Source: an optimization exercise on an open RTL-to-GDS flow (aim: small area, a short achievable clock period and few clock cycles). Production flows keep margins and buffers that such runs may drop. Only simulation tests tie the RTL to the original design; equivalence was not proved. Power and IR drop assume default switching activity.

Design core_top, start of the top module:
module core_top
(
  input  logic        clk,
  input  logic        rst,
  output logic [31:0] mem_if_addr,
  output logic        mem_if_req,
  input  logic [31:0] mem_if_rdata,
  input  logic        mem_if_ack,
  output logic [31:0] mem_data_addr,
  output logic [15:0] mem_data_wdata,
  output logic        mem_data_we,
  output logic        mem_data_req,
  input  logic [15:0] mem_data_rdata,
  input  logic        mem_data_ack,
  output logic        halted,
  output logic [31:0] current_pc
);
Size in the first run: ~440 flip-flops, ~170 I/O pins, about 22000 um2 of cells after synthesis.
clock: 5.5 ns
lec_check: 0
cap_margin: 20
core_margin: 2
core_utilization: 40
place_density: 0.6
setup_slack_margin: 2.2
slew_margin: 20
standard.sh (not shown) runs the stock make flow with config.mk's settings and CLKGATE_MAP_FILE= SYNTH_SCRIPT=/design/flow/synth_recipe.tcl, a recipe that flattens the netlist after the stock synthesis.
==> flow/flow/run.sh <==
#!/bin/bash
# Standard layout, with plain buffers on the ports instead of the default
# delay cells. Each step's log stays in this folder.
set -euo pipefail
export BUFFER_PORTS_ARGS="-buffer_cell sky130_fd_sc_hd__buf_2"
bash standard.sh synth > synth.log 2>&1
bash standard.sh finish > layout.log 2>&1
Testbench counts at the start, summed over its fixed seeds: cycles 112,029.
Rerun with:
Settings changed: CTS_CLUSTER_DIAMETER set to 80, CTS_CLUSTER_SIZE set to 22, SETUP_SLACK_MARGIN 2.2 to 2.6.
Effect: Sequential cell count does not change; synthesized area is unchanged; via count climbs by 3.0%.


== lane 1 ==
core_top, a different RTL version from the one above (not shown whole).
Size: ~1700 cells after synthesis, ~440 flip-flops, ~170 I/O pins, ~21000 um^2 of cells after synthesis.
## core_top
module core_top
(
  input  logic        clk,
  input  logic        rst,
  output logic [31:0] mem_if_addr,
  output logic        mem_if_req,
  input  logic [31:0] mem_if_rdata,
  input  logic        mem_if_ack,
  output logic [31:0] mem_data_addr,
  output logic [15:0] mem_data_wdata,
  output logic        mem_data_we,
  output logic        mem_data_req,
  input  logic [15:0] mem_data_rdata,
  input  logic        mem_data_ack,
  output logic        halted,
  output logic [31:0] current_pc
);
export LEC_CHECK = 0
export CAP_MARGIN = 20
export CORE_MARGIN = 2
export CORE_UTILIZATION = 40
export CTS_CLUSTER_DIAMETER = 80
export CTS_CLUSTER_SIZE = 22
export PLACE_DENSITY = 0.6
export SETUP_SLACK_MARGIN = 3.0
export SLEW_MARGIN = 20
create_clock -name core_clock -period 5.5 [get_ports {clk}]
Scripts as last shown in full above: flow/flow/run.sh
Lane 1: no failed stages, no open violations at the end
Testbench counts of lane 1, summed over its fixed seeds: cycles 112,029.
For lane 2, these inputs were changed with respect to lane 1:
- SETUP_SLACK_MARGIN now 2.6, was 3.0
Lane 2 finished all stages; the layout is clean. [compare] base=lane 1 new=lane 2: synthesis-to-layout area growth now smaller; post-CTS setup repair buffer count lower; worst slew margin relative to its limit increased 2.4 points. Compared lane 2 vs lane 1, and transition time at the pin with the least slew margin is down in lane 2. Diff lane 1 -> lane 2: share of cell area taken by multi-input logic gates fell by 1.1 points; final clock period utilization by the worst path down 1.4 points. In lane 2 relative to lane 1, wire length after detailed routing had gone down by a few percent. Share of layout cells above drive strength 1 is lower on lane 2. Comparing lane 2 with lane 1, the instance count of the mapped netlist came out essentially unchanged. The switching power total of lane 2 falls short of that of lane 1 by about 3%. On lane 2: overall power of the completed layout is about 2.3% lower than what lane 1 gave.


job 2230:
core_top again, from the RTL that the note above started with.
export LEC_CHECK = 0
export CAP_MARGIN = 20
export CORE_MARGIN = 2
export CORE_UTILIZATION = 40
export CTS_CLUSTER_DIAMETER = 80
export CTS_CLUSTER_SIZE = 22
export PLACE_DENSITY = 0.6
export SETUP_SLACK_MARGIN = 2.75
export SLEW_MARGIN = 20
create_clock -name core_clock -period 5.5 [get_ports {clk}]
Scripts as last shown in full above: flow/flow/run.sh
Job 2230 finished all stages; the layout is clean.
Testbench counts of job 2230, summed over its fixed seeds: cycles 112,029.
Input-level comparison between job 5992 and job 2230:
--- a/flow/config.mk
+++ b/flow/config.mk
@@ -10 +10 @@
-export CORE_UTILIZATION = 40
+export CORE_UTILIZATION = 55
@@ -13,2 +13,2 @@
-export PLACE_DENSITY = 0.6
-export SETUP_SLACK_MARGIN = 2.75
+export PLACE_DENSITY = 0.7
+export SETUP_SLACK_MARGIN = 2.6
Results
Against job 2230 as the reference, job 5992 delivers a lower clock network power consumption. Diff job 2230 -> job 5992 | global-route usage | increase of 8.5 points. Job 5992 ended up with fewer standard cells than job 2230. When the final numbers for job 5992 and job 2230 were put side by side, the share of the cycle needed by the critical path after routing turned out to be smaller in job 2230. Job 5992 and job 2230 ended up with roughly the same sequential cell area in the final layout. Diff job 2230 -> job 5992 | clock skew | increase of 0.026 ns. Summary of job 5992 over job 2230: met1 routed wirelength after detailed routing fell by 12%; wire length fell by 4.6%; core utilization rose by 17 points; cell row count fell by 14%. Relative to job 2230, the count of plain and timing-repair buffers measured on job 5992 has increased slightly.

## separate check: timing with driven ports
Ports are ideal in the flow. The routed layouts listed here were re-timed in OpenROAD. Step 1: set_driving_cell puts a clkbuf_16 on clk and a buf_2 on each other input, an assumption about the parent block. Step 2, shift: input delay + t, output delay - t, t = (earliest + latest rising clock arrival at the registers) / 2. This alone moves slack from input paths to output paths. Three values: no drivers, after step 1, after step 2; two values: the first two.
| run | t, ns | setup WS [ns] | worst slew at a driven data input, ns |
|---|---|---|---|
| the first run of note 1 | 0.659 | 2.211 / 2.211 / 1.709 | 0.05 |
| the second run of note 1 | 0.661 | 2.546 / 2.546 / 2.023 | 0.05 |
| lane 1 | 0.631 | 2.581 / 2.604 / 1.972 | 0.07 |
| lane 2 | 0.645 | 2.656 / 2.671 / 2.026 | 0.07 |
| job 2230 | 0.651 | 2.634 / 2.651 / 2.000 | 0.07 |
| job 5992 | 0.642 | 2.564 / 2.564 / 1.993 | 0.06 |
After both steps setup and hold are still met in every run listed. The setup slack of job 2230, which loses most, moves by +0.017 ns with the drivers and by -0.634 ns with both steps.
